Source: an optimization exercise on an open RTL-to-GDS flow (aim: a short achievable clock period and few clock cycles). Production flows keep margins and buffers that such runs may drop.
The RTL was checked by simulation tests, not by an equivalence proof against the original design.
No activity file was given, so power comes from the tool's default toggle rates.

## flow/run.sh

```bash
#!/bin/bash
# synth_recipe.tcl (not shown) runs the flow's synth.tcl, then flattens the netlist and writes it again
# the make line also repeats each setting of config.mk as NAME=value (left out here)
make -C /OpenROAD-flow-scripts/flow DESIGN_CONFIG=/design/flow/config.mk WORK_HOME=/design/flow/orfs CLKGATE_MAP_FILE= SYNTH_SCRIPT=/design/flow/synth_recipe.tcl finish
```

## flow/config.mk

```make
export PLATFORM = sky130hd
export DESIGN_NAME = rv_core
export DESIGN_NICKNAME = rv_core
export VERILOG_FILES = /design/flow/design.v
export SDC_FILE = /design/flow/constraint.sdc
export NUM_CORES = 4
export LEC_CHECK = 0
export CAP_MARGIN = 20
export CORE_MARGIN = 2
export CORE_UTILIZATION = 40
export SLEW_MARGIN = 20
```

## flow/constraint.sdc

```tcl
create_clock -name core_clock -period 10.0 [get_ports {CLK}]
set_input_delay 2.0000 -clock core_clock [delete_from_list [all_inputs] [get_ports {CLK}]]
set_output_delay 2.0000 -clock core_clock [all_outputs]
set_load 0.01 [all_outputs]
```

## flow/design.v

```verilog
`timescale 1ns/1ps
package rv_pkg;
    typedef logic [32-1:0] word_t;    
    typedef logic [5-1:0] reg_idx_t;  
    typedef enum logic [6:0] {
        opc_lui    = 7'b0110111,
        opc_auipc  = 7'b0010111,
        opc_jal    = 7'b1101111,
        opc_jalr   = 7'b1100111,
        opc_branch = 7'b1100011,
        opc_load   = 7'b0000011,
        opc_store  = 7'b0100011,
        opc_op_imm = 7'b0010011,
        opc_op_reg = 7'b0110011
    } opcode_t;
    typedef enum logic [2:0] {
        alu_add  = 3'd0,
        alu_sll  = 3'd1,
        alu_slt  = 3'd2,
        alu_sltu = 3'd3,
        alu_xor  = 3'd4,
        alu_sr   = 3'd5,
        alu_or   = 3'd6,
        alu_and  = 3'd7
    } alu_f3_t;
    typedef enum logic [2:0] {
        mem_b  = 3'd0,
        mem_h  = 3'd1,
        mem_w  = 3'd2,
        mem_bu = 3'd4,
        mem_hu = 3'd5
    } mem_f3_t;
    typedef enum logic [2:0] {
        br_beq  = 3'd0,
        br_bne  = 3'd1,
        br_blt  = 3'd4,
        br_bge  = 3'd5,
        br_bltu = 3'd6,
        br_bgeu = 3'd7
    } br_f3_t;
    typedef struct packed {
        logic     is_lui;
        logic     is_auipc;
        logic     is_jal;
        logic     is_jalr;
        logic     is_branch;
        logic     is_load;
        logic     is_store;
        logic     is_op_imm;
        logic     is_op_reg;
        reg_idx_t rd;
        reg_idx_t rs1;
        reg_idx_t rs2;
        logic [2:0] funct3;
        logic     alt;     
        word_t    simm;    
        word_t    uimm;    
    } dec_instr_t;
endpackage
`timescale 1ns/1ps
module rv_predecode (
    input  logic  CLK,
    input  logic  arst_n,
    input  logic  halt,
    input  logic  in_reset,
    input  rv_pkg::word_t idata,
    output rv_pkg::dec_instr_t st_instr
);
    logic       frozen;     
    logic       hold_q;     
    rv_pkg::word_t      hold_buf;   
    rv_pkg::word_t      word;       
    logic [6:0] opc;
    rv_pkg::dec_instr_t dec_n;
    assign frozen = halt && !in_reset;
    assign word = hold_q ? hold_buf : idata;
    assign opc  = word[6:0];
    always_comb
    begin
        dec_n           = '0;
        dec_n.is_lui    = (opc == rv_pkg::opc_lui);     
        dec_n.is_auipc  = (opc == rv_pkg::opc_auipc);
        dec_n.is_jal    = (opc == rv_pkg::opc_jal);
        dec_n.is_jalr   = (opc == rv_pkg::opc_jalr);
        dec_n.is_branch = (opc == rv_pkg::opc_branch);
        dec_n.is_load   = (opc == rv_pkg::opc_load);
        dec_n.is_store  = (opc == rv_pkg::opc_store);
        dec_n.is_op_imm = (opc == rv_pkg::opc_op_imm);
        dec_n.is_op_reg = (opc == rv_pkg::opc_op_reg);
        dec_n.rd        = word[11:7];
        dec_n.rs1       = word[19:15];
        dec_n.rs2       = word[24:20];
        dec_n.funct3    = word[14:12];
        dec_n.alt       = word[30];            
        case (opc)
            rv_pkg::opc_store:
            begin
                dec_n.simm = {{20{word[31]}}, word[31:25], word[11:7]};  
                dec_n.uimm = {20'b0, word[31:25], word[11:7]};
            end
            rv_pkg::opc_branch:
            begin
                dec_n.simm = {{19{word[31]}}, word[31], word[7], word[30:25], word[11:8], 1'b0};
                dec_n.uimm = {19'b0, word[31], word[7], word[30:25], word[11:8], 1'b0};
            end
            rv_pkg::opc_jal:
            begin
                dec_n.simm = {{11{word[31]}}, word[31], word[19:12], word[20], word[30:21], 1'b0};
                dec_n.uimm = {11'b0, word[31], word[19:12], word[20], word[30:21], 1'b0};
            end
            rv_pkg::opc_lui, rv_pkg::opc_auipc:
            begin
                dec_n.simm = {word[31:12], 12'b0};  
                dec_n.uimm = {word[31:12], 12'b0};
            end
            default:
            begin
                dec_n.simm = {{20{word[31]}}, word[31:20]};  
                dec_n.uimm = {20'b0, word[31:20]};
            end
        endcase
    end
    always_ff @(posedge CLK or negedge arst_n)
    begin
        if (!arst_n)
        begin
            st_instr <= '0;
            hold_q   <= 1'b0;
        end
        else
        begin
            hold_q <= frozen;
            if (in_reset)
                st_instr <= '0;     
            else if (!halt)
                st_instr <= dec_n;
        end
    end
    always_ff @(posedge CLK)
    begin
        if (frozen && !hold_q)
            hold_buf <= idata;   
    end
endmodule
`timescale 1ns/1ps
module rv_regfile (
    input  logic  CLK,
    input  logic  arst_n,
    input  logic  halt,
    input  rv_pkg::dec_instr_t st_instr,
    input  logic  wb_en,
    input  rv_pkg::word_t wb_data,
    output rv_pkg::word_t rs1_data,
    output rv_pkg::word_t rs2_data,
    output logic  in_reset
);
    rv_pkg::word_t    regs [32];  
    rv_pkg::reg_idx_t rst_cnt;           
    rv_pkg::word_t    rst_val;
    assign in_reset = |rst_cnt;                                  
    assign rst_val  = (rst_cnt == 5'd2) ? 32'd4096 : '0;    
    assign rs1_data = (st_instr.rs1 == '0) ? '0 : regs[st_instr.rs1];
    assign rs2_data = (st_instr.rs2 == '0) ? '0 : regs[st_instr.rs2];
    always_ff @(posedge CLK or negedge arst_n)
    begin
        if (!arst_n)
            rst_cnt <= 5'd31;
        else if (in_reset)
            rst_cnt <= rst_cnt - 5'd1;  
    end
    always_ff @(posedge CLK)
    begin
        if (in_reset)
            regs[rst_cnt] <= rst_val;               
        else if (wb_en && !halt && st_instr.rd != '0)
            regs[st_instr.rd] <= wb_data;
    end
endmodule
`timescale 1ns/1ps
module rv_alu (
    input  rv_pkg::dec_instr_t st_instr,
    input  logic  st_valid,
    input  rv_pkg::word_t rs1_data,
    input  rv_pkg::word_t rs2_data,
    output rv_pkg::word_t alu_result,
    output logic  branch_taken
);
    rv_pkg::word_t      opb;      
    logic [4:0] shamt;
    logic       lt_s;     
    logic       lt_u;
    logic       b_eq;     
    logic       b_lt_s;
    logic       b_lt_u;
    logic       cond;
    assign opb   = st_instr.is_op_imm ? st_instr.simm : rs2_data;
    assign shamt = st_instr.is_op_imm ? st_instr.uimm[4:0] : rs2_data[4:0];  
    assign lt_s  = $signed(rs1_data) < $signed(opb);
    assign lt_u  = rs1_data < opb;      
    assign b_eq   = (rs1_data == rs2_data);
    assign b_lt_s = $signed(rs1_data) < $signed(rs2_data);
    assign b_lt_u = rs1_data < rs2_data;
    always_comb
    begin
        case (st_instr.funct3)
            rv_pkg::alu_add:
                alu_result = (st_instr.is_op_reg && st_instr.alt) ? rs1_data - opb
                                                                  : rs1_data + opb;
            rv_pkg::alu_sll:  alu_result = rs1_data << shamt;
            rv_pkg::alu_slt:  alu_result = {31'b0, lt_s};
            rv_pkg::alu_sltu: alu_result = {31'b0, lt_u};
            rv_pkg::alu_xor:  alu_result = rs1_data ^ opb;
            rv_pkg::alu_sr:
                alu_result = st_instr.alt ? $unsigned($signed(rs1_data) >>> shamt)  
                                          : rs1_data >> shamt;                   
            rv_pkg::alu_or:   alu_result = rs1_data | opb;
            rv_pkg::alu_and:  alu_result = rs1_data & opb;
            default:  alu_result = rs1_data + opb;
        endcase
    end
    always_comb
    begin
        case (st_instr.funct3)
            rv_pkg::br_beq:  cond = b_eq;
            rv_pkg::br_bne:  cond = !b_eq;
            rv_pkg::br_blt:  cond = b_lt_s;
            rv_pkg::br_bge:  cond = !b_lt_s;
            rv_pkg::br_bltu: cond = b_lt_u;
            rv_pkg::br_bgeu: cond = !b_lt_u;
            default: cond = 1'b0;   
        endcase
    end
    assign branch_taken = st_valid && st_instr.is_branch && cond;
endmodule
`timescale 1ns/1ps
module rv_lsu (
    input  rv_pkg::dec_instr_t st_instr,
    input  logic  st_valid,
    input  logic     halt,
    input  rv_pkg::word_t    rs1_data,
    input  rv_pkg::word_t    rs2_data,
    input  rv_pkg::word_t    datai,
    output rv_pkg::word_t    daddr,
    output rv_pkg::word_t    datao,
    output rv_pkg::word_t    load_data,
    output logic [3:0] be,
    output logic     wr,
    output logic     rd
);
    logic [4:0] lane_sh;    
    rv_pkg::word_t      lane_byte;  
    logic [15:0] half;      
    logic [2:0] size;       
    assign daddr     = rs1_data + st_instr.simm;  
    assign size      = st_instr.funct3;
    assign lane_sh   = {daddr[1:0], 3'b000};
    assign lane_byte = datai >> lane_sh;
    assign half      = daddr[1] ? datai[31:16] : datai[15:0];
    always_comb
    begin
        case (size)
            rv_pkg::mem_b, rv_pkg::mem_bu:
            begin
                be    = 4'b0001 << daddr[1:0];                  
                datao = {24'b0, rs2_data[7:0]} << lane_sh;      
            end
            rv_pkg::mem_h, rv_pkg::mem_hu:
            begin
                be    = daddr[1] ? 4'b1100 : 4'b0011;
                datao = daddr[1] ? {rs2_data[15:0], 16'b0} : {16'b0, rs2_data[15:0]};
            end
            default:
            begin
                be    = 4'b1111;   
                datao = rs2_data;
            end
        endcase
    end
    always_comb
    begin
        case (size)
            rv_pkg::mem_b:   load_data = {{24{lane_byte[7]}}, lane_byte[7:0]};
            rv_pkg::mem_bu:  load_data = {24'b0, lane_byte[7:0]};
            rv_pkg::mem_h:   load_data = {{16{half[15]}}, half};
            rv_pkg::mem_hu:  load_data = {16'b0, half};
            default: load_data = datai;
        endcase
    end
    assign wr = st_valid && st_instr.is_store && !halt;
    assign rd = st_valid && st_instr.is_load && !halt;
endmodule
`timescale 1ns/1ps
module rv_pc_ctrl (
    input  logic  CLK,
    input  logic  arst_n,
    input  logic  halt,
    input  logic  in_reset,
    input  logic  branch_taken,
    input  rv_pkg::word_t alu_result,
    input  rv_pkg::word_t load_data,
    input  rv_pkg::word_t daddr,
    input  rv_pkg::dec_instr_t st_instr,
    output logic  st_valid,
    output rv_pkg::word_t st_pc,
    output rv_pkg::word_t iaddr,
    output logic  wb_en,
    output rv_pkg::word_t wb_data
);
    rv_pkg::word_t nxpc;      
    rv_pkg::word_t pc_dec;    
    rv_pkg::word_t pcsimm;    
    rv_pkg::word_t jval;
    logic  jreq;
    logic  flush;     
    assign pcsimm = st_pc + st_instr.simm;
    assign jreq   = (st_valid && (st_instr.is_jal || st_instr.is_jalr)) || branch_taken;
    assign jval   = st_instr.is_jalr ? {daddr[31:1], 1'b0} : pcsimm;  
    assign iaddr = in_reset ? 32'h0000_0000 : (jreq ? jval : nxpc);
    always_ff @(posedge CLK or negedge arst_n)
    begin
        if (!arst_n)
        begin
            nxpc   <= 32'h0000_0000;
            pc_dec <= 32'h0000_0000;
            st_pc  <= 32'h0000_0000;
            flush  <= 1'b1;
        end
        else if (in_reset || !halt)
        begin
            pc_dec <= iaddr;           
            nxpc   <= iaddr + 32'd4;
            st_pc  <= pc_dec;
            flush  <= in_reset || jreq;
        end
    end
    assign st_valid = !flush;
    assign wb_en = st_valid && (st_instr.is_lui || st_instr.is_auipc || st_instr.is_jal ||
                                st_instr.is_jalr || st_instr.is_load ||
                                st_instr.is_op_imm || st_instr.is_op_reg);
    always_comb
    begin
        if (st_instr.is_auipc)
            wb_data = pcsimm;
        else if (st_instr.is_jal || st_instr.is_jalr)
            wb_data = st_pc + 32'd4;    
        else if (st_instr.is_lui)
            wb_data = st_instr.simm;
        else if (st_instr.is_load)
            wb_data = load_data;
        else
            wb_data = alu_result;
    end
endmodule
`timescale 1ns/1ps
module rv_core (
    input  logic       CLK,
    input  logic       arst_n,
    input  logic       halt,    
    input  rv_pkg::word_t      idata,   
    input  rv_pkg::word_t      datai,   
    output rv_pkg::word_t      iaddr,
    output rv_pkg::word_t      datao,
    output rv_pkg::word_t      daddr,
    output logic [3:0] be,
    output logic       wr,
    output logic       rd
);
    logic  in_reset;
    logic  branch_taken;
    logic  wb_en;
    rv_pkg::word_t wb_data;
    rv_pkg::word_t rs1_data;
    rv_pkg::word_t rs2_data;
    rv_pkg::word_t alu_result;
    rv_pkg::word_t load_data;
    rv_pkg::dec_instr_t st_instr;   
    logic       st_valid;   
    rv_pkg::word_t      st_pc;      
    rv_predecode u_predecode (
        .CLK      (CLK),
        .arst_n   (arst_n),
        .halt     (halt),
        .in_reset (in_reset),
        .idata    (idata),
        .st_instr (st_instr)
    );
    rv_regfile u_regfile (
        .CLK      (CLK),
        .arst_n   (arst_n),
        .halt     (halt),
        .st_instr (st_instr),
        .wb_en    (wb_en),
        .wb_data  (wb_data),
        .rs1_data (rs1_data),
        .rs2_data (rs2_data),
        .in_reset (in_reset)
    );
    rv_alu u_alu (
        .st_instr     (st_instr),
        .st_valid     (st_valid),
        .rs1_data     (rs1_data),
        .rs2_data     (rs2_data),
        .alu_result   (alu_result),
        .branch_taken (branch_taken)
    );
    rv_lsu u_lsu (
        .st_instr  (st_instr),
        .st_valid  (st_valid),
        .halt      (halt),
        .rs1_data  (rs1_data),
        .rs2_data  (rs2_data),
        .datai     (datai),
        .daddr     (daddr),
        .datao     (datao),
        .load_data (load_data),
        .be        (be),
        .wr        (wr),
        .rd        (rd)
    );
    rv_pc_ctrl u_pc_ctrl (
        .CLK          (CLK),
        .arst_n       (arst_n),
        .halt         (halt),
        .in_reset     (in_reset),
        .branch_taken (branch_taken),
        .alu_result   (alu_result),
        .load_data    (load_data),
        .daddr        (daddr),       
        .st_instr     (st_instr),
        .st_valid     (st_valid),
        .st_pc        (st_pc),
        .iaddr        (iaddr),
        .wb_en        (wb_en),
        .wb_data      (wb_data)
    );
endmodule
```

==> results by group, run 1 <==
Run status
  • Run status: no timing/DRC/antenna violations

CTS
  • Number of H-tree levels: 4
  • CTS root buffer: sky130_fd_sc_hd__clkbuf_16
  • Number of buffers added to fix hold violations after cts: 0
  • CTS max path bufs: 3
  • Number of sinks on the clock net: about 1200
  • TritonCTS clock tree: built
  • Clock transition time at the flip-flop clock pins of the worst setup and hold paths: roughly 0.06 ns
  • Clock Latency Late Sink: 0.81 ns
  • Total CTS buffers: 134

Job
  • Number of max-cap violations: 0

Synth
  • Sequential element share of the synthesized area: 0.495
  • Netlist Area Pre-Place: between 0.07 and 0.08 mm²
  • Post-synthesis sequential element count: 1217
  • Proportion of synthesized flip-flops having asynchronous set or reset: 0.132
  • Main synth FF type: sky130_fd_sc_hd__edfxtp_1
  • Yosys warning count: 5
  • Main area contributors after synthesis: sky130_fd_sc_hd__edfxtp_1 (44%), sky130_fd_sc_hd__mux4_2 (17%), sky130_fd_sc_hd__dfrtp_1 (5.4%)
  • Number of distinct library cells after synthesis: 101
  • Post-Synthesis Mean Instance Area: 12.7 µm²
  • Instance count of the mapped netlist: 5680
  • EDFF count, synth: 1056
  • Area leader, netlist: sky130_fd_sc_hd__edfxtp_1
  • Share of the synthesized area in the top cell type: 0.439
  • Syn_nets: 5944

Global routing
  • Via count of the first global-routing pass: 54000
  • Largest net degree at the start of global routing: 78
  • Aggregate global-route resource usage: 0.325
  • First-pass GRT wire length: 423000 µm
  • Antenna violations before repair: 14
  • Global route overflow: 0

STA
  • Pin slew with the least headroom to its limit: 1.31 ns
  • Period utilization: 0.980
  • Final setup viols: 0
  • Number of failing hold endpoints at the final stage: 0
  • Max Slew Vio Count: 0
  • Worst slew slack as a fraction of its limit: 0.121
  • Total Negative Setup Slacks: 0 ns
  • RSZ-0062 raised after global routing: false
  • Max frequency: ~100 MHz
  • Minimum hold slack: ~0.47 ns
  • Shortest period the worst path allows: 9.80 ns
  • Worst clock skew: 0.0502 ns

Placement
  • Final Wtd Congestion: 1.03
  • Placed instance count: around 8000
  • Placed wire-length estimate after detailed placement: 206000 µm
  • Input/output buffers: 168

Layout
  • Final layout net count: 6125
  • Final Instance Count excl. Fillers: 8325
  • Filler cells: 15900
  • Most common cell after layout, fill and taps aside: sky130_fd_sc_hd__edfxtp_1
  • Footprint of the multi-input gates: 0.0345 mm²
  • Layout-stage area growth over the synthesis result: 13.9%
  • Commonest cells after routing, fill and taps aside: sky130_fd_sc_hd__edfxtp_1 (1056), sky130_fd_sc_hd__mux4_2 (545), sky130_fd_sc_hd__nand2_1 (532), sky130_fd_sc_hd__nor2_1 (371), sky130_fd_sc_hd__a21oi_1 (367)
  • FF+latch area: 0.0358 mm²
  • Layout cell share with drive strength beyond 1: 0.211

Power
  • Net Sw Frac: 0.363
  • Peak supply drop: 157 µV
  • Sequential group share of total power: 0.359
  • Power after layout: 16.3 mW
  • Internal power: 10.4 mW
  • Leak pwr: 30.1 nW
  • Clock power frac: 0.301
  • Total power divided by cell area: ~200 mW/mm²
  • Net switching power: 5.92 mW
  • Combinational fraction of design power: 0.340

Floorplanning
  • X dimension of the die: 429 µm
  • Die outline height: 429 µm
  • Total Die Area: 0.184 mm²
  • Starting density of the core: 0.404
  • # IOs: 169
  • Area inside the core boundary: between 0.15 and 0.2 mm²
  • Number of rows created at floorplan: 155

Worst setup path
  • Worst path arrival time: 7.80 ns
  • Critical Path Start Type: register
  • Capturing element type of the critical path: output port
  • Max Fanout on Critical Path: 56
  • Required time at the worst-slack endpoint: 8.00 ns
  • Critical path class: reg2out

Route
  • Vias per std cell: 6.74
  • Iteration-0 DRC count of the detailed router: 8395
  • WL per Instance: 36.6 µm
  • Antenna-violating nets left: 0
  • Total vias in the final route: 56100
  • Number of iterations in the first detailed-routing pass: 6
  • DRC: 0
  • Total Routed Length: a little over 300000 µm

Worst hold path
  • Classification of the worst-slack hold path: reg2reg
[power by group through the flow]
stage                     Sequential (mW)  Combinational [mW]  Clock, mW
after floorplan                      5.82                3.22          0
after global placement               5.95                5.38          0
after detailed placement             5.96                5.37          0
after CTS                            5.85                5.39       4.96
after global routing                 5.86                5.79       5.16
final                                5.86                5.55       4.91
[worst paths after layout]
| path | from | endpoint | slack, ns | cells after the start |
|---|---|---|---|---|
| worst min register to register | u_pc_ctrl.pc_dec[26]$_DFFE_PN0N_ | u_pc_ctrl.pc_dec[26]$_DFFE_PN0N_ | 0.47 | 2 |
| min in group asynchronous | arst_n | u_pc_ctrl.pc_dec[23]$_DFFE_PN0N_ | 1.15 | 1 |
| worst min-delay path | u_pc_ctrl.pc_dec[26]$_DFFE_PN0N_ | u_pc_ctrl.pc_dec[26]$_DFFE_PN0N_ | 0.47 | 2 |
| worst max-delay path | u_predecode.st_instr[68]$_DFFE_PN0N_ | iaddr[28] | 0.20 | 21 |
| worst max register to register | u_predecode.st_instr[68]$_DFFE_PN0N_ | u_regfile.regs[29][30]$_DFFE_PP_ | 1.28 | 26 |
| max in group asynchronous | arst_n | u_predecode.st_instr[70]$_DFFE_PN0N_ | 6.75 | 3 |
[sequential cells by signal, summed over array words and instances, names as in the netlist]
name / cells
u_predecode.hold_q: 1
u_pc_ctrl.flush: 1
u_predecode.st_instr: 60
u_predecode.hold_buf: 32
u_pc_ctrl.nxpc: 32
u_regfile.regs: 1024
u_regfile.rst_cnt: 5
u_pc_ctrl.st_pc: 32
u_pc_ctrl.pc_dec: 30
[metal layers]
metal | vias up | track usage | share of wire
li1 | 22700 | - | -
met1 | 29000 | 0.434 | 0.39
met2 | 3676 | 0.505 | 0.46
met3 | 739 | 0.0615 | 0.096
met4 | 12 | 0.169 | 0.060
met5 | - | 0 | 0.00029
[through the flow]
stage / instance area [µm²] / util / setup WS (ns)
2_1_floorplan: 72200 / - / 0.547
3_3_place_gp: 77800 / 0.435 / 0.788
3_5_place_dp: 77800 / 0.435 / 0.744
4_1_cts: 82100 / 0.459 / 0.0418
5_1_grt: 82300 / 0.460 / 0.0507
6_report: 82300 / 0.460 / 0.199
[layout make-up]
class / count / area share
flip-flops and latches: 1217 / 0.435
multi-input cells: 3900 / 0.419
clock inverters: 77 / 0.00950
inverters: 159 / 0.00728
clock buffers: 163 / 0.0427
well taps: 2355 / 0.0358
repair buffers: 449 / 0.0504
diodes: 5 / 0.000152
[critical path: stages, from the launching register on]
cell and delay [ns]:
sky130_fd_sc_hd__dfrtp_4 0.52, sky130_fd_sc_hd__buf_12 0.25, sky130_fd_sc_hd__buf_12 0.31, sky130_fd_sc_hd__buf_4 0.35
sky130_fd_sc_hd__mux4_2 0.56, sky130_fd_sc_hd__mux4_2 0.52, sky130_fd_sc_hd__nand2b_1 0.10, sky130_fd_sc_hd__a21o_1 0.21
sky130_fd_sc_hd__ha_1 0.26, sky130_fd_sc_hd__nand4_1 0.32, sky130_fd_sc_hd__nor4_1 0.39, sky130_fd_sc_hd__and4_1 0.31
sky130_fd_sc_hd__nand2_1 0.09, sky130_fd_sc_hd__nor4_1 0.25, sky130_fd_sc_hd__xnor2_1 0.16, sky130_fd_sc_hd__nor3_1 0.07
sky130_fd_sc_hd__o41a_1 0.62, sky130_fd_sc_hd__or2_2 0.40, sky130_fd_sc_hd__buf_12 0.22, sky130_fd_sc_hd__a211o_1 0.35
sky130_fd_sc_hd__clkinv_1 0.13, sky130_fd_sc_hd__clkdlybuf4s50_1 0.55
[synth_stat cells, drive strengths merged, types with 9 or more instances]
master and count:
o221ai 47, a22oi 19, or3 24, nor3 101, a31o 11, a22o 30
nor2 407, o21ai 301, o31ai 17, nand3b 9, ha 193, a221o 9
a2111oi 15, nand2b 44, buf 158, a311oi 14, xnor2 86, o211ai 43
a31oi 45, nand3 89, xor2 41, edfxtp 1056, nand4 32, a21o 72
mux2i 207, a211o 26, and2 32, clkbuf 245, and3 26, o2111ai 9
or2 27, a21oi 374, inv 154, a221oi 33, mux2 83, nand2 535
dfrtp 155, o21bai 16, a211oi 68, o22ai 51, o311ai 14, mux4 548
o21a 49, nor2b 19, nor4 22
[repair_timing]
item	in CTS	in global routing
buffers inserted	0	7
hold endpoints to repair	0	0
setup endpoints to repair	5	29
gates cloned	0	0
gates resized for setup	1	4
[logic make-up after synthesis]
kind of cell / count (synthesis) / synth area share
flops: 1217 / 0.495
compound gates: 1341 / 0.121
xor+xnor: 127 / 0.0154
fa+ha+maj: 198 / 0.0347
buf+inv: 563 / 0.0347
mux: 838 / 0.213
simple gates: 1396 / 0.0865
Testbench counts, summed over its fixed seeds: cycles 66,696.
==> run 2: changes to the inputs <==
--- a/flow/design.v
+++ b/flow/design.v
@@ -365,72 +365,294 @@
     output logic       wr,
     output logic       rd
 );
-    logic  in_reset;
-    logic  branch_taken;
-    logic  wb_en;
-    rv_pkg::word_t wb_data;
-    rv_pkg::word_t rs1_data;
-    rv_pkg::word_t rs2_data;
-    rv_pkg::word_t alu_result;
-    rv_pkg::word_t load_data;
-    rv_pkg::dec_instr_t st_instr;   
-    logic       st_valid;   
-    rv_pkg::word_t      st_pc;      
-    rv_predecode u_predecode (
-        .CLK      (CLK),
-        .arst_n   (arst_n),
-        .halt     (halt),
-        .in_reset (in_reset),
-        .idata    (idata),
-        .st_instr (st_instr)
-    );
-    rv_regfile u_regfile (
-        .CLK      (CLK),
-        .arst_n   (arst_n),
-        .halt     (halt),
-        .st_instr (st_instr),
-        .wb_en    (wb_en),
-        .wb_data  (wb_data),
-        .rs1_data (rs1_data),
-        .rs2_data (rs2_data),
-        .in_reset (in_reset)
-    );
-    rv_alu u_alu (
-        .st_instr     (st_instr),
-        .st_valid     (st_valid),
-        .rs1_data     (rs1_data),
-        .rs2_data     (rs2_data),
-        .alu_result   (alu_result),
-        .branch_taken (branch_taken)
-    );
-    rv_lsu u_lsu (
-        .st_instr  (st_instr),
-        .st_valid  (st_valid),
-        .halt      (halt),
-        .rs1_data  (rs1_data),
-        .rs2_data  (rs2_data),
-        .datai     (datai),
-        .daddr     (daddr),
-        .datao     (datao),
-        .load_data (load_data),
-        .be        (be),
-        .wr        (wr),
-        .rd        (rd)
-    );
-    rv_pc_ctrl u_pc_ctrl (
-        .CLK          (CLK),
-        .arst_n       (arst_n),
-        .halt         (halt),
-        .in_reset     (in_reset),
-        .branch_taken (branch_taken),
-        .alu_result   (alu_result),
-        .load_data    (load_data),
-        .daddr        (daddr),       
-        .st_instr     (st_instr),
-        .st_valid     (st_valid),
-        .st_pc        (st_pc),
-        .iaddr        (iaddr),
-        .wb_en        (wb_en),
-        .wb_data      (wb_data)
-    );
+    logic [31:0] pf;       
+    logic [31:0] pd;       
+    logic [31:0] pd4;      
+    logic        vd;       
+    logic        dh_q;     
+    logic [31:0] hbuf;
+    logic        x_valid;
+    logic        x_ldst;    
+    logic        x_fm1, x_fw1, x_fm2, x_fw2;  
+    logic [31:0] x_op1, x_op2, x_imm, x_pcval, x_btgt, x_pc4;
+    logic [4:0]  x_rd;
+    logic        x_we, x_load, x_store, x_branch, x_jalr, x_pred, x_sub, x_sra;
+    logic [2:0]  x_f3;
+    logic        x_s_add, x_s_sll, x_s_slt, x_s_sltu, x_s_xor, x_s_sr, x_s_or, x_s_and,
+                 x_s_imm, x_s_pc;
+    logic        m_valid, m_we, m_load;
+    logic [4:0]  m_rd;
+    logic [31:0] m_res;
+    logic [2:0]  m_f3;
+    logic        w_we;
+    logic [4:0]  w_rd;
+    logic [31:0] w_res;
+    logic [32*32-1:32] rf;
+    logic xst;        
+    logic redirect;   
+    logic d_go;       
+    logic [31:0] x_tgt;
+    assign xst  = x_valid && x_ldst;
+    assign d_go = !halt && !xst && !redirect;
+    logic [31:0] dw;
+    logic [6:0]  opc;
+    logic        d_lui, d_auipc, d_jal, d_jalr, d_branch, d_load, d_store, d_opi, d_opr;
+    logic [4:0]  d_rs1, d_rs2, d_rd;
+    logic [2:0]  d_f3;
+    logic [31:0] imm_i, imm_s, imm_b, imm_u, imm_j;
+    logic [31:0] tgt_b, tgt_j, pc_u;
+    logic        d_use1, d_use2, d_we, d_pred;
+    logic [31:0] d_tgt;
+    logic [31:0] r1, r2, r1m, r2m;
+    assign dw  = dh_q ? hbuf : idata;
+    assign opc = dw[6:0];
+    assign d_lui    = (opc == 7'b0110111);
+    assign d_auipc  = (opc == 7'b0010111);
+    assign d_jal    = (opc == 7'b1101111);
+    assign d_jalr   = (opc == 7'b1100111);
+    assign d_branch = (opc == 7'b1100011);
+    assign d_load   = (opc == 7'b0000011);
+    assign d_store  = (opc == 7'b0100011);
+    assign d_opi    = (opc == 7'b0010011);
+    assign d_opr    = (opc == 7'b0110011);
+    assign d_rs1 = dw[19:15];
+    assign d_rs2 = dw[24:20];
+    assign d_rd  = dw[11:7];
+    assign d_f3  = dw[14:12];
+    assign imm_i = {{20{dw[31]}}, dw[31:20]};
+    assign imm_s = {{20{dw[31]}}, dw[31:25], dw[11:7]};
+    assign imm_b = {{19{dw[31]}}, dw[31], dw[7], dw[30:25], dw[11:8], 1'b0};
+    assign imm_u = {dw[31:12], 12'b0};
+    assign imm_j = {{11{dw[31]}}, dw[31], dw[19:12], dw[20], dw[30:21], 1'b0};
+    assign tgt_b = pd + imm_b;
+    assign tgt_j = pd + imm_j;
+    assign pc_u  = pd + imm_u;
+    assign d_use1 = !(d_lui || d_auipc || d_jal) && (d_rs1 != 5'd0);
+    assign d_use2 = (d_opr || d_store || d_branch) && (d_rs2 != 5'd0);
+    assign d_we   = (d_lui || d_auipc || d_jal || d_jalr || d_load || d_opi || d_opr) &&
+                    (d_rd != 5'd0);
+    assign d_pred = d_jal || (d_branch && dw[31]) || (d_jalr && d_rs1 == 5'd0);
+    assign d_tgt  = d_jal ? tgt_j : d_branch ? tgt_b : {imm_i[31:1], 1'b0};
+    always_comb
+    begin
+        r1m = '0;
+        r2m = '0;
+        for (int i = 1; i < 32; i++)
+        begin
+            r1m = r1m | (rf[i*32 +: 32] & {32{d_rs1 == i}});
+            r2m = r2m | (rf[i*32 +: 32] & {32{d_rs2 == i}});
+        end
+    end
+    assign r1 = (w_we && w_rd == d_rs1) ? w_res : r1m;
+    assign r2 = (w_we && w_rd == d_rs2) ? w_res : r2m;
+    logic [31:0] a, b, sum, shl, shr, res, addr;
+    logic        eq, lt_s, lt_u, cond, taken;
+    logic [31:0] sdata;
+    logic [3:0]  sbe;
+    assign a = x_fm1 ? m_res : x_fw1 ? w_res : x_op1;
+    assign b = x_fm2 ? m_res : x_fw2 ? w_res : x_op2;
+    assign sum  = x_sub ? a - b : a + b;
+    assign eq   = (a == b);
+    assign lt_u = (a < b);
+    assign lt_s = ($signed(a) < $signed(b));
+    assign shl  = a << b[4:0];
+    assign shr  = $unsigned($signed({x_sra && a[31], a}) >>> b[4:0]);
+    assign res = ({32{x_s_add}}  & sum) |
+                 ({32{x_s_sll}}  & shl) |
+                 ({32{x_s_slt}}  & {31'b0, lt_s}) |
+                 ({32{x_s_sltu}} & {31'b0, lt_u}) |
+                 ({32{x_s_xor}}  & (a ^ b)) |
+                 ({32{x_s_sr}}   & shr) |
+                 ({32{x_s_or}}   & (a | b)) |
+                 ({32{x_s_and}}  & (a & b)) |
+                 ({32{x_s_imm}}  & x_imm) |
+                 ({32{x_s_pc}}   & x_pcval);
+    always_comb
+    begin
+        case (x_f3)
+            3'd0:    cond = eq;
+            3'd1:    cond = !eq;
+            3'd4:    cond = lt_s;
+            3'd5:    cond = !lt_s;
+            3'd6:    cond = lt_u;
+            3'd7:    cond = !lt_u;
+            default: cond = 1'b0;
+        endcase
+    end
+    assign taken = x_branch && cond;
+    assign addr  = a + x_imm;
+    assign redirect = !halt && x_valid && !x_ldst &&
+                      ((x_branch && (cond != x_pred)) || (x_jalr && !x_pred));
+    assign x_tgt = x_jalr ? {addr[31:1], 1'b0} : (taken ? x_btgt : x_pc4);
+    always_comb
+    begin
+        case (x_f3[1:0])
+            2'd0:
+            begin
+                sbe   = 4'b0001 << addr[1:0];
+                sdata = {24'b0, b[7:0]} << {addr[1:0], 3'b000};
+            end
+            2'd1:
+            begin
+                sbe   = addr[1] ? 4'b1100 : 4'b0011;
+                sdata = addr[1] ? {b[15:0], 16'b0} : {16'b0, b[15:0]};
+            end
+            default:
+            begin
+                sbe   = 4'b1111;
+                sdata = b;
+            end
+        endcase
+    end
+    logic [31:0] lsh, ld;
+    assign lsh = datai >> {daddr[1:0], 3'b000};
+    always_comb
+    begin
+        case (m_f3)
+            3'd0:    ld = {{24{lsh[7]}}, lsh[7:0]};
+            3'd1:    ld = {{16{lsh[15]}}, lsh[15:0]};
+            3'd4:    ld = {24'b0, lsh[7:0]};
+            3'd5:    ld = {16'b0, lsh[15:0]};
+            default: ld = datai;
+        endcase
+    end
+    always_ff @(posedge CLK or negedge arst_n)
+    begin
+        if (!arst_n)
+        begin
+            pf      <= 32'h0000_0000;
+            vd      <= 1'b0;
+            dh_q    <= 1'b0;
+            x_valid <= 1'b0;
+            x_ldst  <= 1'b0;
+            m_valid <= 1'b0;
+            m_we    <= 1'b0;
+            wr      <= 1'b0;
+            rd      <= 1'b0;
+            w_we    <= 1'b0;
+        end
+        else if (!halt)
+        begin
+            if (redirect)
+            begin
+                pf   <= x_tgt;
+                vd   <= 1'b0;
+                dh_q <= 1'b0;
+            end
+            else if (xst)
+            begin
+                dh_q <= 1'b1;
+            end
+            else
+            begin
+                if (vd && d_pred)
+                begin
+                    pf <= d_tgt;
+                    vd <= 1'b0;
+                end
+                else
+                begin
+                    pf <= pf + 32'd4;
+                    vd <= 1'b1;
+                end
+                dh_q <= 1'b0;
+            end
+            if (xst)
+                x_ldst <= 1'b0;
+            else
+            begin
+                x_valid <= d_go && vd;
+                x_ldst  <= vd && x_valid && x_load && x_rd != 5'd0 &&
+                           ((d_use1 && d_rs1 == x_rd) || (d_use2 && d_rs2 == x_rd));
+            end
+            m_valid <= x_valid && !xst;
+            m_we    <= x_valid && !xst && x_we;
+            wr      <= x_valid && !xst && x_store;
+            rd      <= x_valid && !xst && x_load;
+            w_we <= m_valid && m_we;
+        end
+        else
+        begin
+            if (!dh_q)
+                dh_q <= 1'b1;
+        end
+    end
+    always_ff @(posedge CLK)
+    begin
+        if ((halt || xst) && !dh_q)
+            hbuf <= idata;
+    end
+    always_ff @(posedge CLK)
+    begin
+        if (!halt)
+        begin
+            if (!xst && !redirect)
+            begin
+                pd  <= pf;
+                pd4 <= pf + 32'd4;
+            end
+            if (xst)
+            begin
+                x_op1 <= a;
+                x_op2 <= b;
+                x_fm1 <= 1'b0;
+                x_fm2 <= 1'b0;
+                x_fw1 <= x_fm1;
+                x_fw2 <= x_fm2;
+            end
+            else
+            begin
+                x_op1    <= r1;
+                x_op2    <= d_opi ? imm_i : r2;
+                x_fm1    <= d_use1 && x_valid && x_we && x_rd == d_rs1;
+                x_fw1    <= d_use1 && m_valid && m_we && m_rd == d_rs1;
+                x_fm2    <= d_use2 && !d_opi && x_valid && x_we && x_rd == d_rs2;
+                x_fw2    <= d_use2 && !d_opi && m_valid && m_we && m_rd == d_rs2;
+                x_imm    <= d_store ? imm_s : d_lui ? imm_u : imm_i;
+                x_pcval  <= d_auipc ? pc_u : pd4;
+                x_btgt   <= tgt_b;
+                x_pc4    <= pd4;
+                x_rd     <= d_rd;
+                x_we     <= d_we;
+                x_load   <= d_load;
+                x_store  <= d_store;
+                x_branch <= d_branch;
+                x_jalr   <= d_jalr;
+                x_pred   <= d_pred;
+                x_f3     <= d_f3;
+                x_sub    <= d_opr && dw[30] && d_f3 == 3'd0;
+                x_sra    <= dw[30];
+                x_s_add  <= (d_opi || d_opr) && d_f3 == 3'd0;
+                x_s_sll  <= (d_opi || d_opr) && d_f3 == 3'd1;
+                x_s_slt  <= (d_opi || d_opr) && d_f3 == 3'd2;
+                x_s_sltu <= (d_opi || d_opr) && d_f3 == 3'd3;
+                x_s_xor  <= (d_opi || d_opr) && d_f3 == 3'd4;
+                x_s_sr   <= (d_opi || d_opr) && d_f3 == 3'd5;
+                x_s_or   <= (d_opi || d_opr) && d_f3 == 3'd6;
+                x_s_and  <= (d_opi || d_opr) && d_f3 == 3'd7;
+                x_s_imm  <= d_lui;
+                x_s_pc   <= d_auipc || d_jal || d_jalr;
+            end
+            m_rd   <= x_rd;
+            m_load <= x_load;
+            m_f3   <= x_f3;
+            m_res  <= res;
+            daddr  <= addr;
+            datao  <= sdata;
+            be     <= sbe;
+            w_rd  <= m_rd;
+            w_res <= m_load ? ld : m_res;
+        end
+    end
+    for (genvar i = 1; i < 32; i++)
+    begin : g_rf
+        always_ff @(posedge CLK or negedge arst_n)
+        begin
+            if (!arst_n)
+                rf[i*32 +: 32] <= (i == 2) ? 32'd4096 : 32'd0;
+            else if (w_we && w_rd == i)
+                rf[i*32 +: 32] <= w_res;
+        end
+    end
+    assign iaddr = pf;
 endmodule
--- a/flow/config.mk
+++ b/flow/config.mk
@@ -8,4 +8,5 @@
 export CAP_MARGIN = 20
 export CORE_MARGIN = 2
 export CORE_UTILIZATION = 40
+export SETUP_SLACK_MARGIN = 5
 export SLEW_MARGIN = 20
==> results by group, run 2 <==
Run status
  • Run status: no timing/DRC/antenna violations

CTS
  • Number of H-tree levels: 4 (unchanged)
  • Clock transition time at the flip-flop clock pins of the worst setup and hold paths: 0.06 ns (about the same)
  • Total CTS buffers: 170 (+27%)
  • Number of buffers added to fix hold violations after cts: 0 (unchanged)
  • Number of sinks on the clock net: 1494 (+23%)
  • TritonCTS clock tree: built
  • Clock Latency Late Sink: 0.87 ns (+0.06 ns)
  • CTS root buffer: sky130_fd_sc_hd__clkbuf_16
  • CTS max path bufs: 3 (unchanged)

Synth
  • Post-synth top cells: sky130_fd_sc_hd__dfrtp_1 (1032), sky130_fd_sc_hd__mux2_2 (1026), sky130_fd_sc_hd__a22oi_1 (577)
  • Post-Synthesis Mean Instance Area: 11.0 µm² (-14%)
  • EDFF count, synth: 461 (-56%)
  • Post-synthesis share of cell area spent on full adders, half adders and majority gates: 0.0286 (-0.00605)
  • Compound-Gate Fraction of Synth Area: 0.193 (+0.0719)
  • Area share of and/or/nand/nor cells after synthesis: 0.0824 (-0.00412)
  • Syn_nets: 7913 (+33%)
  • Combinational family with the most area after synthesis: compound AO/OA/AOI/OAI gates
  • Number of distinct library cells after synthesis: 104 (+3.0%)
  • Proportion of synthesized flip-flops having asynchronous set or reset: 0.691 (+0.559)
  • Main synth FF type: sky130_fd_sc_hd__dfrtp_1
  • Cell with the most instances after synthesis: sky130_fd_sc_hd__dfrtp_1
  • Portion of netlist area occupied by mux cells: 0.167 (-0.0460)
  • Post-synthesis sequential element count: 1494 (+23%)
  • Yosys warning count: 1 (-4)
  • Main area contributors after synthesis: sky130_fd_sc_hd__dfrtp_1 (31%), sky130_fd_sc_hd__edfxtp_1 (16%), sky130_fd_sc_hd__mux2_2 (14%)
  • Share of the synthesized area in the top cell type: 0.307 (-0.132)
  • Area leader, netlist: sky130_fd_sc_hd__dfrtp_1
  • Netlist Area Pre-Place: 0.0842 mm² (+17%)
  • Sequential element share of the synthesized area: 0.472 (-0.0233)
  • Instance count of the mapped netlist: 7657 (+35%)
  • Synthesized-area fraction occupied by xor and xnor cells: 0.0173 (+0.00187)

Layout
  • Filler cells: 19100 (+20%)
  • Most common cell after layout, fill and taps aside: sky130_fd_sc_hd__dfrtp_1
  • Layout-stage area growth over the synthesis result: 16.6%
  • Final layout net count: 7954 (+30%)
  • Largest register by flop count: rf
  • Final Instance Count excl. Fillers: 10700 (+28%)
  • Layout cell share with drive strength beyond 1: 0.257 (+0.0457)
  • Final core utilization: 0.469 (+0.00897)
  • Largest register FFs: 992 (-3.1%)
  • Commonest cells after routing, fill and taps aside: sky130_fd_sc_hd__dfrtp_1 (1031), sky130_fd_sc_hd__mux2_2 (1026), sky130_fd_sc_hd__a22oi_1 (576), sky130_fd_sc_hd__edfxtp_1 (461), sky130_fd_sc_hd__nor2_1 (387)

Worst setup path
  • Most used cell along the critical path: sky130_fd_sc_hd__buf_4
  • Worst path arrival time: 5.80 ns (-2.00 ns)
  • Max Fanout on Critical Path: 22 (-61%)
  • Cells along the critical path: clkdlybuf4s50_1 -> inv_1 -> a2bb2oi_2 -> nor3_2 -> buf_4 -> buf_4 -> a22oi_1 -> nand3_1 -> or3_1 -> o221ai_1 -> o21ai_0
  • Critical Path Start Type: primary input
  • Cell with the biggest individual delay on the critical path: sky130_fd_sc_hd__o221ai_1
  • CP bufs+invs: 4 (-2)
  • Crit-path max cell delay: 0.70 ns (+0.08 ns)
  • Required time at the worst-slack endpoint: 10.57 ns (+2.57 ns)
  • Critical path class: in2reg
  • Capturing element type of the critical path: register
  • Kind of cell with the highest combined delay on the critical path: compound AO/OA/AOI/OAI gates

Power
  • Clock power frac: 0.369 (+0.068)
  • Total power divided by cell area: 185 mW/mm² (-6.7%)
  • Peak supply drop: 183 µV (+16%)
  • Internal power: 12.3 mW (+18%)
  • Sequential group share of total power: 0.417 (+0.058)
  • Net Sw Frac: 0.324 (-0.0392)
  • Combinational fraction of design power: 0.214 (-0.126)
  • Net switching power: 5.87 mW (-0.80%)
  • Leak pwr: 41.8 nW (+39%)

STA
  • Max Slew Vio Count: 0 (unchanged)
  • Max frequency: 191 MHz (+87%)
  • Period utilization: 0.523 (-0.457)
  • Number of failing hold endpoints at the final stage: 0 (unchanged)
  • RSZ-0062 raised after global routing: true
  • Setup WS post-layout: 4.77 ns (+4.57 ns)
  • Worst clock skew: 0.0799 ns (+0.0297 ns)
  • Shortest period the worst path allows: 5.23 ns (-4.57 ns)
  • Total Negative Setup Slacks: 0 ns (unchanged)
  • Worst slew slack as a fraction of its limit: 0.194 (+0.0727)
  • Final setup viols: 0 (unchanged)
  • Pin slew with the least headroom to its limit: 1.21 ns (-0.102 ns)

Global routing
  • Via count of the first global-routing pass: 72100 (+34%)
  • Met3 global-route usage: 0.166 (+0.105)
  • Aggregate global-route resource usage: 0.375 (+0.0502)
  • GR peak layer: met2
  • Global route overflow: 0 (unchanged)
  • Met1 track demand over resource in global routing: 0.492 (+0.0583)
  • Largest net degree at the start of global routing: 171 (+120%)
  • Antenna violations before repair: 31 (+17)
  • First-pass GRT wire length: 573000 µm (+35%)
  • Met2 routing resource usage after global routing: 0.508 (+0.00331)

Placement
  • Worst slack at placement: 2.96 ns (+2.22 ns)
  • Placed wire-length estimate after detailed placement: 255000 µm (+24%)
  • Placed instance count: 10200 (+26%)
  • Input/output buffers: 168 (unchanged)
  • Final Wtd Congestion: 1.02 (-1.0%)

Route
  • DRC: 0 (unchanged)
  • WL per Instance: 39.3 µm (+7.3%)
  • Total vias in the final route: 77000 (+37%)
  • Vias per std cell: 7.21 (+7.0%)
  • Number of iterations in the first detailed-routing pass: 15 (+9)
  • Antenna-violating nets left: 0 (unchanged)
  • Total Routed Length: 420000 µm (+38%)
  • Iteration-0 DRC count of the detailed router: 15700 (+87%)

Floorplanning
  • # IOs: 169 (unchanged)
  • X dimension of the die: 463 µm (+7.9%)
  • Starting density of the core: 0.402 (-0.00146)
  • Number of rows created at floorplan: 168 (+8.4%)
  • Die outline height: 463 µm (+7.9%)
  • Area inside the core boundary: 0.209 mm² (+17%)
  • Total Die Area: 0.214 mm² (+16%)

Job
  • Number of max-cap violations: 0 (unchanged)

Worst hold path
  • Classification of the worst-slack hold path: reg2reg
## run 2: cell types whose count changed after synthesis, moves of 164 or more
| cell | change |
|---|---|
| sky130_fd_sc_hd__mux2_2 | +949 |
| sky130_fd_sc_hd__dfrtp_1 | +877 |
| sky130_fd_sc_hd__edfxtp_1 | -595 |
| sky130_fd_sc_hd__a22oi_1 | +559 |
| sky130_fd_sc_hd__mux4_2 | -544 |
| sky130_fd_sc_hd__clkbuf_1 | +243 |
| sky130_fd_sc_hd__a221oi_1 | +171 |
| sky130_fd_sc_hd__a22o_1 | +164 |
## run 2: through the flow
step	hold WS, ns	power, mW	area [µm²]
6_report	0.447	18.2	98100
5_1_grt	0.456	18.6	98000
4_1_cts	0.438	17.8	96600
3_5_place_dp	0.432	11.1	89300
3_3_place_gp	0.430	11.1	89300
2_1_floorplan	0.420	9.45	84200
## run 2: final cells by class
class                      count  area (µm²)  area share
inverter                     167         692     0.00705
clock inverter                75        1060      0.0108
sequential                  1494       39700       0.405
clock buffer                 242        4900      0.0499
antenna                       28        70.1    0.000714
timing repair buffer         551        5250      0.0535
tap                         2805        3510      0.0358
multi-input combinational   5309       42900       0.437
timing repair inverter         5        41.3    0.000421
## run 2: cell families after synthesis
family / after synthesis
AOI/OAI and AO/OA: 2209
DFF: 1494
and+or+nand+nor: 1471
muxes: 1271
buffers and inverters: 857
adders and majority gates: 189
xor gates and xnor gates: 166
## run 2: path summary, 6_finish.rpt
check / start / end / slack (ns) / cells after the start
setup / recovery: idata[17] / x_op1[18]$_DFFE_PN_ / 4.77 / 11
min in group asynchronous: arst_n / rf[589]$_DFFE_PN0P_ / 1.17 / 1
setup reg to reg: x_fm1$_SDFFCE_PP0N_ / pf[16]$_DFFE_PN0P_ / 5.02 / 16
max in group asynchronous: arst_n / rf[355]$_DFFE_PN0P_ / 6.49 / 3
hold / removal: x_store$_DFFE_PP_ / wr$_DFFE_PN0N_ / 0.45 / 1
hold reg to reg: x_store$_DFFE_PP_ / wr$_DFFE_PN0N_ / 0.45 / 1
## run 2: worst reg2reg max path, delay by kind of cell, from the launching register on
family | cells | cell delay, ns
AO/OA/AOI/OAI | 8 | 2.02
AND/OR/NAND/NOR | 3 | 0.76
buffers and inverters | 4 | 1.25
flip-flops | 1 | 0.48
adder cells (fa/ha/maj) | 1 | 0.35
## run 2: power by group through the flow
| stage | registers [mW] | clock network (mW) | logic, mW |
|---|---|---|---|
| 6_report | 7.58 | 6.70 | 3.88 |
| 4_1_cts | 7.54 | 6.72 | 3.59 |
| 5_1_grt | 7.60 | 6.96 | 4.03 |
| 2_1_floorplan | 7.40 | 0 | 2.05 |
| 3_3_place_gp | 7.67 | 0 | 3.40 |
| 3_5_place_dp | 7.67 | 0 | 3.42 |
## run 2: metal layers
metal	vias up	wire, µm
li1	29600	-
met1	38400	157000
met2	7123	164000
met3	1886	65300
met4	34	32400
met5	-	516
## run 2: timing repair
item / CTS / global route
hold endpoints to repair: 0 / 0
pin swaps: 9 / 22
resized for setup: 160 / 184
gates cloned: 8 / 3
endpoints found under the setup margin: 305 / 197
setup buffers: 60 / 58
Testbench counts of run 2, summed over its fixed seeds: cycles 69,304.

## afterwards: timing with drivers on the ports
Ports are ideal in the flow. The routed layouts listed here were re-timed in OpenROAD.
Step 1: set_driving_cell puts a clkbuf_16 on CLK and a buf_2 on each other input, an assumption about the parent block.
Step 2 times the ports against the registers' clock, not the clock port: input delays grow and output delays shrink by t, the midpoint of the rising clock arrivals with the driver on.
Three values: ideal ports, drivers, drivers and shift; two values: the first two.
run	t (ns)	setup slack, ns	hold slack, ns
run 1	0.860	0.199 / 0.120 / 0.980	0.473 / 0.473 / 0.473
run 2	0.924	4.770 / 4.631 / 3.706	0.447 / 0.447 / 0.447
After both steps every run listed still meets setup and hold. The setup slack of run 2, which loses most, moves by -0.139 ns with the drivers and by -1.064 ns with both steps.
